Background: an optimization exercise with open tools, aiming at small area. Do not read the settings as production practice. In this exercise RTL edits were held to simulation tests only and were not proved equivalent to the original. Power figures rest on the tool's default switching activity, not on a simulated workload.

==> flow/design.v, too long to show whole: its modules and the start of the top module <==
// module lineWindow: 43 lines
// module convMac: 2485 lines
// module maxPool: 43 lines
// module convPoolTop: 50 lines
module convPoolTop (
    input  logic        clk,
    input  logic        rst,
    input  logic        pixValid,
    input  logic [7:0]  pix,
    input  logic        coefWrite,
    input  logic [3:0]  coefAddr,
    input  logic [15:0] coefData,
    output logic        poolValid,
    output logic [20:0] pool
);
  // ...
==> flow/flow/run.sh <==
#!/bin/bash
# Standard synthesis, then the combinational logic mapped again for area
# (flip-flops kept as synthesis made them), then the standard layout.
set -euo pipefail
R=orfs/results/${FLOW_PLATFORM}/convPoolTop/base
LIB=${FLOW_HOME}/platforms/${FLOW_PLATFORM}/lib/sky130_fd_sc_hd__tt_025C_1v80.lib
bash standard.sh synth > synth.log 2>&1
cp $R/1_2_yosys.v std_1_2_yosys.v
python3 flow/netopt.py $LIB std_1_2_yosys.v opt.v > netopt.log 2>&1
DU=""
for c in $(cat flow/dont_use.txt); do DU="$DU -dont_use $c"; done
cat > remap.ys <<EOS
read_liberty -lib $LIB
read_verilog opt.v
hierarchy -top ${FLOW_TOP}
proc; opt_clean
techmap
opt -fast
abc -liberty $LIB $DU -script flow/remap.abc
opt_clean -purge
hilomap -singleton -hicell sky130_fd_sc_hd__conb_1 HI -locell sky130_fd_sc_hd__conb_1 LO
splitnets
opt_clean -purge
insbuf -buf sky130_fd_sc_hd__buf_4 A X
write_verilog -noattr -noexpr -nohex -nodec remap.v
stat -liberty $LIB
EOS
yosys -s remap.ys > remap.log 2>&1
cp remap.v $R/1_2_yosys.v
rm -f $R/1_synth.odb $R/1_synth.sdc
bash standard.sh "BUFFER_PORTS_ARGS=-buffer_cell sky130_fd_sc_hd__buf_1" "CTS_ARGS=-sink_clustering_enable -repair_clock_nets -dont_use_dummy_load -sink_clustering_size 28 -sink_clustering_max_diameter 100 -buf_list sky130_fd_sc_hd__clkbuf_16" finish > layout.log 2>&1
==> flow/flow/dont_use.txt <==
sky130_fd_sc_hd__lpflow_bleeder_1
sky130_fd_sc_hd__lpflow_clkbufkapwr_1
sky130_fd_sc_hd__lpflow_clkbufkapwr_16
sky130_fd_sc_hd__lpflow_clkbufkapwr_2
sky130_fd_sc_hd__lpflow_clkbufkapwr_4
sky130_fd_sc_hd__lpflow_clkbufkapwr_8
sky130_fd_sc_hd__lpflow_clkinvkapwr_1
sky130_fd_sc_hd__lpflow_clkinvkapwr_16
sky130_fd_sc_hd__lpflow_clkinvkapwr_2
sky130_fd_sc_hd__lpflow_clkinvkapwr_4
sky130_fd_sc_hd__lpflow_clkinvkapwr_8
sky130_fd_sc_hd__lpflow_decapkapwr_12
sky130_fd_sc_hd__lpflow_decapkapwr_3
sky130_fd_sc_hd__lpflow_decapkapwr_4
sky130_fd_sc_hd__lpflow_decapkapwr_6
sky130_fd_sc_hd__lpflow_decapkapwr_8
sky130_fd_sc_hd__lpflow_inputiso0n_1
sky130_fd_sc_hd__lpflow_inputiso0p_1
sky130_fd_sc_hd__lpflow_inputiso1n_1
sky130_fd_sc_hd__lpflow_inputiso1p_1
sky130_fd_sc_hd__lpflow_inputisolatch_1
sky130_fd_sc_hd__lpflow_isobufsrc_1
sky130_fd_sc_hd__lpflow_isobufsrc_16
sky130_fd_sc_hd__lpflow_isobufsrc_2
sky130_fd_sc_hd__lpflow_isobufsrc_4
sky130_fd_sc_hd__lpflow_isobufsrc_8
sky130_fd_sc_hd__lpflow_isobufsrckapwr_16
sky130_fd_sc_hd__lpflow_lsbuf_lh_hl_isowell_tap_1
sky130_fd_sc_hd__lpflow_lsbuf_lh_hl_isowell_tap_2
sky130_fd_sc_hd__lpflow_lsbuf_lh_hl_isowell_tap_4
sky130_fd_sc_hd__lpflow_lsbuf_lh_isowell_4
sky130_fd_sc_hd__lpflow_lsbuf_lh_isowell_tap_1
sky130_fd_sc_hd__lpflow_lsbuf_lh_isowell_tap_2
sky130_fd_sc_hd__lpflow_lsbuf_lh_isowell_tap_4
sky130_fd_sc_hd__probe_p_8
sky130_fd_sc_hd__probec_p_8
==> flow/flow/netopt.py <==
#!/usr/bin/env python3
"""Rewrites a mapped flat netlist for re-mapping: full adders get the input/output
polarity that needs the fewest inverters (a full adder of inverted inputs gives
inverted outputs), inverters are dropped, and every other combinational cell
but full adders becomes an assign of its liberty function, for abc to
map again. Flip-flops, full adders and tie cells stay as they are, with their names.
usage: netopt.py LIB IN.v OUT.v"""
import re, sys, collections

lib_path, in_path, out_path = sys.argv[1:4]

# ---- liberty: pin directions and functions
lib = open(lib_path).read()
cells = {}
for m in re.finditer(r'\n\s*cell \("(\w+)"\)\s*\{', lib):
    start = m.end()
    depth, i = 1, start
    while depth:
        c = lib[i]
        if c == '{': depth += 1
        elif c == '}': depth -= 1
        i += 1
    body = lib[start:i]
    pins = {}
    for pm in re.finditer(r'\n\s*pin \("(\w+)"\)\s*\{', body):
        ps = pm.end(); d, j = 1, ps
        while d:
            c = body[j]
            if c == '{': d += 1
            elif c == '}': d -= 1
            j += 1
        pb = body[ps:j]
        # only top-level attributes of the pin (before nested groups)
        top = re.sub(r'\{[^{}]*\}', '', pb)
        while re.search(r'\{[^{}]*\}', top):
            top = re.sub(r'\{[^{}]*\}', '', top)
        dm = re.search(r'direction\s*:\s*"?(\w+)"?', top)
        fm = re.search(r'function\s*:\s*"([^"]*)"', top)
        pins[pm.group(1)] = (dm.group(1) if dm else None, fm.group(1) if fm else None)
    ff = bool(re.search(r'\n\s*(ff|latch|statetable)\s*\(', body))
    cells[m.group(1)] = (pins, ff)

# ---- netlist
src = open(in_path).read()
hdr = re.search(r'module\s+(\w+)\s*\((.*?)\);', src, re.S)
top = hdr.group(1)
portlist = hdr.group(2)
decls = re.findall(r'^\s*(input|output)\s*(\[\d+:\d+\])?\s*([^;]+?)\s*;', src, re.M)
ports = []
for d, rng, name in decls:
    ports.append((d, rng or '', name.strip()))
NET = r'(\\\S+\s|[A-Za-z_][\w$]*(?:\[\d+\])?|\d+\'[bh][0-9a-fA-FxXzZ]+)'
insts = []
for m in re.finditer(r'^\s*(sky130_fd_sc_hd__\w+)\s+(\\\S+\s|[A-Za-z_][\w$]*)\s*\((.*?)\);', src, re.M | re.S):
    typ, name, body = m.group(1), m.group(2).strip(), m.group(3)
    conns = {}
    for pm in re.finditer(r'\.(\w+)\(\s*' + NET + r'\s*\)', body):
        conns[pm.group(1)] = pm.group(2).strip()
    insts.append([typ, name, conns])
assert 'assign' not in src, 'assigns not handled'

def is_inv(t): return re.match(r'sky130_fd_sc_hd__(clk)?inv_\d+$', t) is not None
def is_buf(t): return re.match(r'sky130_fd_sc_hd__(clk)?buf_\d+$', t) is not None
def is_fa(t): return re.match(r'sky130_fd_sc_hd__fa_\d+$', t) is not None
def outs_of(t): return [p for p, (d, f) in cells[t][0].items() if d == 'output']

driver = {}
loads = collections.defaultdict(list)
for idx, (t, n, c) in enumerate(insts):
    o = outs_of(t)
    for p, net in c.items():
        if p in o: driver[net] = (idx, p)
        else: loads[net].append((idx, p))
portnets = set()
outports = set()
for d, rng, name in ports:
    if rng:
        hi, lo = map(int, rng[1:-1].split(':'))
        bits = [f'{name}[{k}]' for k in range(lo, hi + 1)]
    else:
        bits = [name]
    portnets.update(bits)
    if d == 'output': outports.update(bits)

# literal of a net through inverters and buffers: (root, parity)
def lit(net):
    par = 0
    seen = 0
    while net in driver and seen < 100:
        idx, p = driver[net]
        t = insts[idx][0]
        if is_inv(t): par ^= 1; net = insts[idx][2]['A']
        elif is_buf(t): net = insts[idx][2]['A']
        else: break
        seen += 1
    return net, par

fas = [i for i, x in enumerate(insts) if is_fa(x[0])]
faout = {}   # net -> fa index
for i in fas:
    for p in ('SUM', 'COUT'):
        if p in insts[i][2]: faout[insts[i][2][p]] = i
pol = {i: 0 for i in fas}

# uses of roots: (root, parity, user fa or None)
def fa_inputs(i):
    return [lit(insts[i][2][p]) for p in ('A', 'B', 'CIN')]
other_uses = []   # literals needed by non-fa, non-inverter/buffer cells and ports
for idx, (t, n, c) in enumerate(insts):
    if is_fa(t) or is_inv(t) or is_buf(t): continue
    o = outs_of(t)
    for p, net in c.items():
        if p not in o: other_uses.append(lit(net))
for net in outports:
    other_uses.append(lit(net))

def cost():
    need = set()
    for i in fas:
        for r, par in fa_inputs(i):
            q = pol[faout[r]] if r in faout else 0
            if par ^ pol[i] ^ q: need.add((r,))
    oc = 0
    for r, par in other_uses:
        q = pol[faout[r]] if r in faout else 0
        if par ^ q and (r, 'o') not in need: need.add((r, 'o'))
    return len(need)

# greedy local search with incremental evaluation per fa neighbourhood
users = collections.defaultdict(list)
for i in fas:
    for r, par in fa_inputs(i):
        users[r].append(i)
otheruse_by_root = collections.defaultdict(list)
for r, par in other_uses:
    otheruse_by_root[r].append(par)
fain = {i: fa_inputs(i) for i in fas}

def comb_root(r):
    if r not in driver: return False
    t = insts[driver[r][0]][0]
    pins, ff = cells[t]
    return not ff and not is_fa(t) and not re.match(r'sky130_fd_sc_hd__(conb)_', t)
combr = {}
def root_cost(r):
    # 1 if some fa input needs r inverted (physically), + 0.6 if non-fa use needs it
    if r not in combr: combr[r] = comb_root(r)
    w = 0.2 if combr[r] else 1
    q = pol[faout[r]] if r in faout else 0
    c = 0
    if any(par ^ pol[i] ^ q for i in users[r] for (rr, par) in fain[i] if rr == r): c += w
    elif any(par ^ q for par in otheruse_by_root[r]): c += 0.6
    return c

def local(i):
    rs = set(r for r, par in fain[i])
    for p in ('SUM', 'COUT'):
        if p in insts[i][2]: rs.add(insts[i][2][p])
    return sum(root_cost(r) for r in rs)

before = cost()
# parity union-find over adders: an adder-to-adder edge of parity par wants
# pol[src] ^ pol[dst] == par, which needs no inverter
parent = {i: i for i in fas}
rel = {i: 0 for i in fas}      # parity to parent
def find(x):
    if parent[x] == x: return x, 0
    r, pr = find(parent[x])
    parent[x] = r; rel[x] ^= pr
    return r, rel[x]
import sys as _s
_s.setrecursionlimit(10000)
conflicts = 0
for i in fas:
    for r, par in fain[i]:
        if r in faout:
            g = faout[r]
            ri, pi = find(i); rg, pg = find(g)
            if ri == rg:
                if pi ^ pg != par: conflicts += 1
            else:
                parent[ri] = rg; rel[ri] = pi ^ pg ^ par
comps = collections.defaultdict(list)
for i in fas:
    r, pr = find(i)
    comps[r].append((i, pr))
for r, members in comps.items():
    best = None
    for flip in (0, 1):
        for i, pr in members: pol[i] = pr ^ flip
        c = sum(local(i) for i, pr in members)
        if best is None or c < best[0]: best = (c, flip)
    for i, pr in members: pol[i] = pr ^ best[1]
for it in range(20):
    changed = 0
    for i in fas:
        c0 = local(i)
        pol[i] ^= 1
        c1 = local(i)
        if c1 < c0: changed += 1
        else: pol[i] ^= 1
    if not changed: break
after = cost()
print(f'components {len(comps)} conflicts {conflicts}', file=sys.stderr)
print(f'fa {len(fas)} flipped {sum(pol.values())} inverted roots {before} -> {after}', file=sys.stderr)

# ---- emit
out = []
wires = set()
assigns = []
newc = [0]
def fresh(base):
    newc[0] += 1
    return f'_no{newc[0]}_'
phys = {}    # root -> (net, q)
def physof(r):
    if r in faout and pol[faout[r]]:
        return phys[r]
    return (r, 0)
for i in fas:
    if pol[i]:
        for p in ('SUM', 'COUT'):
            if p in insts[i][2]:
                r = insts[i][2][p]
                nn = fresh(r); wires.add(nn)
                phys[r] = (nn, 1)
invnet = {}
def literal_net(r, par):
    net, q = physof(r)
    if par == q: return net
    if net not in invnet:
        nn = fresh(net); wires.add(nn)
        assigns.append(f'  assign {nn} = ~{net}{" " if net.startswith(chr(92)) else ""};')
        invnet[net] = nn
    return invnet[net]

keep = []
for idx, (t, n, c) in enumerate(insts):
    if is_inv(t) or is_buf(t):
        continue
    if is_fa(t):
        nc = {}
        for p in ('A', 'B', 'CIN'):
            r, par = lit(c[p])
            nc[p] = literal_net(r, par ^ pol[idx])
        for p in ('SUM', 'COUT'):
            if p in c:
                nc[p] = phys[c[p]][0] if pol[idx] else c[p]
        keep.append((t, n, nc))
        continue
    pins, ff = cells[t]
    o = outs_of(t)
    funcs = [pins[p][1] for p in o]
    if ff or any(f is None for f in funcs) or re.match(r'sky130_fd_sc_hd__(conb)_', t):
        nc = {}
        for p, net in c.items():
            nc[p] = net if p in o else literal_net(*lit(net))
        keep.append((t, n, nc))
        continue
    for p in o:
        if p not in c: continue
        f = pins[p][1]
        def sub(mm):
            v = literal_net(*lit(c[mm.group(0)]))
            return v + ' ' if v.startswith('\\') else v
        e = re.sub(r'\b[A-Za-z_]\w*\b', sub, f)
        e = e.replace('!', '~').replace('+', '|').replace('*', '&')
        e = re.sub(r'(\\\S+)\s', r'\1 ', e)
        lhs = c[p] + ' ' if c[p].startswith('\\') else c[p]
        assigns.append(f'  assign {lhs} = {e};')

# nets that were driven by dropped inverters/buffers but still needed by name:
# output ports and the logical value of flipped adder outputs
for net in sorted(outports):
    r, par = lit(net)
    ln = literal_net(r, par)
    if ln != net:
        assigns.append(f'  assign {net} = {ln}{" " if ln.startswith(chr(92)) else ""};')
for r, (nn, q) in phys.items():
    # the logical net, if anything refers to it by name in the kept logic
    pass

def declnet(n):
    return n if n.startswith('\\') else n
used = set()
for t, n, c in keep:
    used.update(c.values())
for a in assigns:
    for x in re.findall(r'(\\\S+\s|[A-Za-z_][\w$]*(?:\[\d+\])?)', a[len('  assign '):]):
        used.add(x.strip())
out.append(f'module {top}({portlist});')
for d, rng, name in ports:
    out.append(f'  {d} {rng} {name};')
for w in sorted(used - portnets):
    if w.startswith('\\'): out.append(f'  wire {w} ;')
    elif re.match(r'[A-Za-z_][\w$]*$', w): out.append(f'  wire {w};')
for t, n, c in keep:
    pc = ', '.join(f'.{p}({v}{" " if v.startswith(chr(92)) else ""})' for p, v in c.items())
    nn = n + ' ' if n.startswith('\\') else n
    out.append(f'  {t} {nn} ({pc});')
out += assigns
out.append('endmodule')
open(out_path, 'w').write('\n'.join(out) + '\n')
==> flow/flow/remap.abc <==
strash
dch
amap
topo
==> flow/standard.sh <==
#!/bin/bash
# synth_recipe.tcl (not shown) runs the flow's synth.tcl, then flattens the netlist and writes it again
# the make line also repeats each setting of config.mk as NAME=value (left out here)
make -C /OpenROAD-flow-scripts/flow DESIGN_CONFIG=/design/flow/config.mk WORK_HOME=/design/flow/orfs CLKGATE_MAP_FILE= SYNTH_SCRIPT=/design/flow/synth_recipe.tcl "${@:-finish}"
==> flow/config.mk <==
export PLATFORM = sky130hd
export DESIGN_NAME = convPoolTop
export DESIGN_NICKNAME = convPoolTop
export VERILOG_FILES = /design/flow/design.v
export SDC_FILE = /design/flow/constraint.sdc
export NUM_CORES = 4
export LEC_CHECK = 0
export ABC_AREA = 1
export CAP_MARGIN = 20
export CORE_MARGIN = 2
export CORE_UTILIZATION = 65
export CTS_BUF_LIST = sky130_fd_sc_hd__clkbuf_16
export CTS_CLUSTER_DIAMETER = 100
export CTS_CLUSTER_SIZE = 30
export PLACE_DENSITY = 0.75
export SLEW_MARGIN = 20
==> flow/constraint.sdc <==
create_clock -name core_clock -period 7.5 [get_ports {clk}]
set_input_delay 1.5000 -clock core_clock [delete_from_list [all_inputs] [get_ports {clk}]]
set_output_delay 1.5000 -clock core_clock [all_outputs]
set_load 0.01 [all_outputs]
==> summary.txt, run 1 <==
Global route
  • Vias in the first global route: 16800
  • Global route overflow: 0
  • Largest net degree at the start of global routing: just under 70

Clocking
  • Clock-pin slew on the worst setup and hold paths: between 100 and 150 ps
  • # clock sinks: 323

Hold path
  • Worst Hold Depth: 0
  • Worst Hold Path EP: uLineWindow.histN[91]

Critical path
  • Worst r2r src: uConvMac.kernel[33]
  • Worst path max stage delay: about 600 ps
  • Startpoint Class: register
  • Setup crit start: uConvMac.kernel[33]
  • CP Capture Type: register
  • Critical path depth: 16
  • CP delay by family, top: adder cells

Finish
  • Fraction of area in registers: 0.389
  • ANT cells: 1
  • Clock buffer count: 16

Power and ir drop
  • Dominant power group: combinational cells
  • Combinational power share: 0.653
  • Combinational gate power: roughly 6.4 mW
  • Total power: 9.74 mW
  • Clk network pwr share: 0.095

Timing
  • Max-slew violations: 0
  • Setup TNS: 0 ps
  • Slew Limit Headroom: 0.264
  • Slew @ Worst Pin: 1100 ps

Status
  • Status: timing/DRC/antenna clean

Place
  • Placer congestion estimate: 1.12
  • Dpl ws: 501 ps

Drt
  • Wl on met1: 26200 um
  • Uppermost routed layer: met4
  • Vias/cell: approximately 7.3

Floorplan
  • Total die area: roughly 0.036 sq mm
  • Core box area: between 0.03 and 0.04 sq mm

Synth
  • Synthesized instance count: 1838
==> module lineWindow, before the edit <==
module lineWindow (
    input  logic        clk,
    input  logic        rst,
    input  logic        pixValid,
    input  logic [7:0]  pix,
    output logic        winValid,
    output logic [71:0] win,
    output logic        convXodd,
    output logic        convYodd,
    output logic        poolLast
);
    localparam int imgSize = 8;
    logic [8*18-1:0] histN;
    logic [8*19-1:0] taps;
    logic [2:0] row;
    logic [2:0] col;
    assign winValid = pixValid && row >= 3'd2 && col >= 3'd2;
    assign convXodd = !col[0];
    assign convYodd = row[0] ^ (col == 3'd0);
    assign poolLast = row == 3'd0;
    always_ff @(posedge clk) begin
        if (rst) begin
            row <= '0;
            col <= '0;
        end else begin
            if (pixValid) begin
                col <= col + 1'b1;
                if (col == 3'(imgSize - 1)) row <= row + 1'b1;
            end
        end
    end
    always_ff @(posedge clk) begin
        if (pixValid) histN <= {histN[8*17-1:0], ~pix};
    end
    assign taps = {~histN, pix};
    always_comb begin
        for (int i = 0; i < 3; i++) begin
            for (int j = 0; j < 3; j++) begin
                win[(i*3+j)*8 +: 8] = taps[((2-i)*8 + (2-j))*8 +: 8];
            end
        end
    end
endmodule
==> run 2: changes to the inputs <==
--- a/flow/design.v
+++ b/flow/design.v
@@ -11,7 +11,7 @@
     output logic        poolLast
 );
     localparam int imgSize = 8;
-    logic [8*18-1:0] histN;
+    logic [8*18-1:0] hist;
     logic [8*19-1:0] taps;
     logic [2:0] row;
     logic [2:0] col;
@@ -31,9 +31,9 @@
         end
     end
     always_ff @(posedge clk) begin
-        if (pixValid) histN <= {histN[8*17-1:0], ~pix};
+        if (pixValid) hist <= {hist[8*17-1:0], pix};
     end
-    assign taps = {~histN, pix};
+    assign taps = {hist, pix};
     always_comb begin
         for (int i = 0; i < 3; i++) begin
             for (int j = 0; j < 3; j++) begin
==> summary.txt, run 2 <==
Drt
  • Vias/cell: 7.43 (was 7.29)
  • DRT antenna net count: 0 (unchanged)
  • Aggregate routed wire length: 74800 um (was 74200 um)
  • DRT iter0 DRCs: 2950 (was 2949)
  • Remaining DRCs: 0 (unchanged)
  • Routed vias: 17600 (was 17400)
  • Wire length per cell: 31.6 um (was 31.1 um)
  • DR pass1 iterations: 14 (was 6)

Floorplan
  • Total die area: 0.0363 sq mm (about the same)
  • Die H: 190 um (was 191 um)
  • Core box area: 0.0344 sq mm (was 0.0345 sq mm)
  • I/O pins: 54 (unchanged)
  • Initial Util: 0.657 (about the same)
  • Die Width: 190 um (was 191 um)
  • # rows: 68 (unchanged)

Clocking
  • Setup bufs post-CTS: 0 (unchanged)
  • CTS Buf Count: 16 (unchanged)
  • Clock-pin slew on the worst setup and hold paths: 100 ps (was 120 ps)
  • PostCTS Resize Cnt: 0 (unchanged)
  • Root Driver: clkbuf_16 (unchanged)
  • Worst skew pair latency: 550 ps (was 540 ps)
  • Maximum root-to-sink buffer count: 3 (unchanged)
  • # clock sinks: 323 (unchanged)
  • H-tree depth: 1 (unchanged)
  • Hold_buf cts: 0 (unchanged)
  • TritonCTS clock tree: yes (unchanged)

Critical path
  • WP data required: 7920 ps (was 7930 ps)
  • Worst r2r src: uConvMac.kernel[17] (was uConvMac.kernel[33])
  • CP Capture Type: register (unchanged)
  • CP max FO: 11 (was 13)
  • Startpoint Class: register (unchanged)
  • Cells on worst reg2reg path: 16 (unchanged)
  • R2R setup slack: 420 ps (was 410 ps)
  • WS Path Type: register to register (unchanged)
  • Reg2Reg Capture Point: uConvMac.sumA[7] (unchanged)
  • CP arrival: 7500 ps (was 7520 ps)

Timing
  • Final setup viols: 0 (unchanged)
  • Peak Freq: 141 MHz (about the same)
  • Setup TNS: 0 ps (unchanged)
  • Slew Limit Headroom: 0.201 (was 0.264)
  • RSZ-0062 raised after global routing: no (unchanged)
  • Skew final: 40.9 ps (was 49.2 ps)
  • Tcrit/Tclk final: 0.944 (was 0.945)
  • Endpoints failing hold: 0 (unchanged)
  • Max-slew violations: 0 (unchanged)
  • Slew @ Worst Pin: 1200 ps (was 1100 ps)
  • Min Tclk post-route: 7080 ps (was 7090 ps)
  • Hold slack final: 391 ps (was 392 ps)

Hold path
  • Worst Hold Path EP: uLineWindow.hist[92] (was uLineWindow.histN[91])
  • Hold Crit Class: register to register (unchanged)
  • Min-delay src: uLineWindow.hist[84] (was uLineWindow.histN[83])
  • Worst Hold Depth: 0 (unchanged)

Power and ir drop
  • Sequential share of power: 0.238 (was 0.252)
  • Clk network pwr share: 0.090 (was 0.095)
  • Leak Pwr: 7.97 nW (was 8.00 nW)
  • Total power: 10.4 mW (was 9.74 mW)
  • Net Sw Frac: 0.439 (was 0.424)
  • P per Cell Area: 432 mW/mm^2 (was 405 mW/mm^2)
  • Worst vdd ir: 634 uV (was 692 uV)
  • Psw: 4.55 mW (was 4.12 mW)
  • Internal: 5.81 mW (was 5.61 mW)
  • Combinational power share: 0.672 (was 0.653)

Place
  • PortBufs: 53 (unchanged)
  • Post-Place Cell Area: 0.0235 sq mm (was 0.0236 sq mm)
  • HPWL after DPL: 60200 um (was 60100 um)
  • Placer congestion estimate: 1.10 (was 1.12)

Synth
  • Synth Area per Inst: 12.4 sq um (was 12.3 sq um)
  • Post-synthesis instance area: 0.0226 sq mm (about the same)
  • Syn_nets: 2210 (was 2227)
  • Synthesized instance count: 1821 (was 1838)
  • Yosys warns: 3 (unchanged)

Global route
  • First-pass GRT wire length: 109000 um (was 108000 um)
  • Global route overflow: 0 (unchanged)
  • Largest net degree at the start of global routing: 119 (was 68)
  • Initial antenna violation count: 5 (was 3)
  • Gr usage total: 0.426 (was 0.424)
  • Vias in the first global route: 16900 (was 16800)

Finish
  • Most flop-heavy register: uLineWindow.hist (was uLineWindow.histN)
  • Layout area overhead: 6.10% (was 6.14%)
  • Max FFs per register: 144 (unchanged)
  • Top Registers: uLineWindow.hist x144, uConvMac.kernel x72 (was uLineWindow.histN x144, uConvMac.kernel x72)
  • Design Area, Final: 0.0240 sq mm (about the same)
  • Share of cells above drive strength 1: 0.0230 (was 0.0249)
  • Final #Nets: 2302 (was 2321)
  • Commonest non-fill, non-tap cells in the layout: 464 x o22ai_1, 357 x fa_1, 289 x edfxtp_1 (was 467 x o22ai_1, 357 x fa_1, 289 x edfxtp_1)
  • Most common cell after layout, fill and taps aside: o22ai_1 (unchanged)

Job
  • Max cap viols: 0 (unchanged)

Status
  • Status: timing/DRC/antenna clean (unchanged)
## run 2: worst max-delay path by stage
stage                             start                to  slack [ps]  cells past startpoint
floorplan           uConvMac.kernel[57]  uConvMac.sumA[7]         800                     15
global placement    uConvMac.kernel[17]  uConvMac.sumA[7]         690                     16
detailed placement  uConvMac.kernel[17]  uConvMac.sumA[7]         530                     16
CTS                 uConvMac.kernel[17]  uConvMac.sumA[7]         520                     16
global route        uConvMac.kernel[17]  uConvMac.sumA[7]         120                     16
finish              uConvMac.kernel[17]  uConvMac.sumA[7]         420                     16
## run 2: power by group through the flow
| stage | Sequential [mW] | Combinational (mW) | Clock [mW] |
|---|---|---|---|
| after floorplan | 2.44 | 4.18 | 0 |
| after global placement | 2.49 | 6.35 | 0 |
| after detailed placement | 2.49 | 6.73 | 0 |
| after CTS | 2.46 | 6.77 | 0.930 |
| after global routing | 2.47 | 7.52 | 0.985 |
| final | 2.47 | 6.97 | 0.929 |
## run 2: layout make-up
class | instances | area, sq um
sequential | 323 | 9360
tap | 455 | 569
clock buffer | 16 | 400
multi-input combinational | 1318 | 12600
fill | 2457 | 10400
inverter | 178 | 668
timing repair buffer | 76 | 400
antenna | 1 | 2.50
## run 2: through the flow
step | instances | utilization | setup slack (ps)
6_report | 2367 | 0.697 | 421
5_1_grt | 2367 | 0.697 | 124
4_1_cts | 2365 | 0.697 | 523
3_5_place_dp | 2349 | 0.685 | 532
3_3_place_gp | 2349 | 0.685 | 690
2_1_floorplan | 1821 | - | 798
## run 2: critical path: stages, from the launching register on
cell and delay (ps):
edfxtp_1 540, clkinv_1 240, nor2_1 100, nor2_1 550, clkinv_1 400, o22ai_1 310, o22ai_1 130, fa_1 590
fa_1 500, fa_1 550, fa_1 430, fa_1 550, fa_1 450, fa_1 410, fa_1 380, fa_1 400
fa_1 440
## run 2: routing by layer
metal / share of wire / vias up / global-route usage / wire length (um)
met3: 0.14 / 290 / 0.114 / 10800
met4: 0.058 / 6 / 0.198 / 4340
met5: 0.00045 / - / 0 / 34
met1: 0.35 / 8603 / 0.579 / 25900
li1: - / 7154 / - / -
met2: 0.45 / 1537 / 0.652 / 33700

separate check: timing with driven ports:
The results above use ideal ports. As a check the final layouts listed here were re-extracted and re-timed, cells and wires unchanged. Step 1, drivers: a clkbuf_16 drives clk and a buf_2 each remaining input, both assumed. Step 2 adds t to the input delays and takes it off the output delays; t is the mean of the earliest and latest rising clock arrival at the registers after step 1. Input paths then give back, and output paths get back, about the clock's delay inside the block. Slacks: ideal / step 1 / step 2; pairs: ideal / step 1.
run	shift t [ns]	setup slack, ns	worst setup path after step 2	latest minus earliest clock arrival (ns)	pins driven straight from the clock port
run 1	0.574	0.414 / 0.414 / 0.414	register to register	0.050 / 0.050	1
run 2	0.587	0.421 / 0.421 / 0.421	register to register	0.041 / 0.041	1
After both steps every run listed still meets setup and hold.
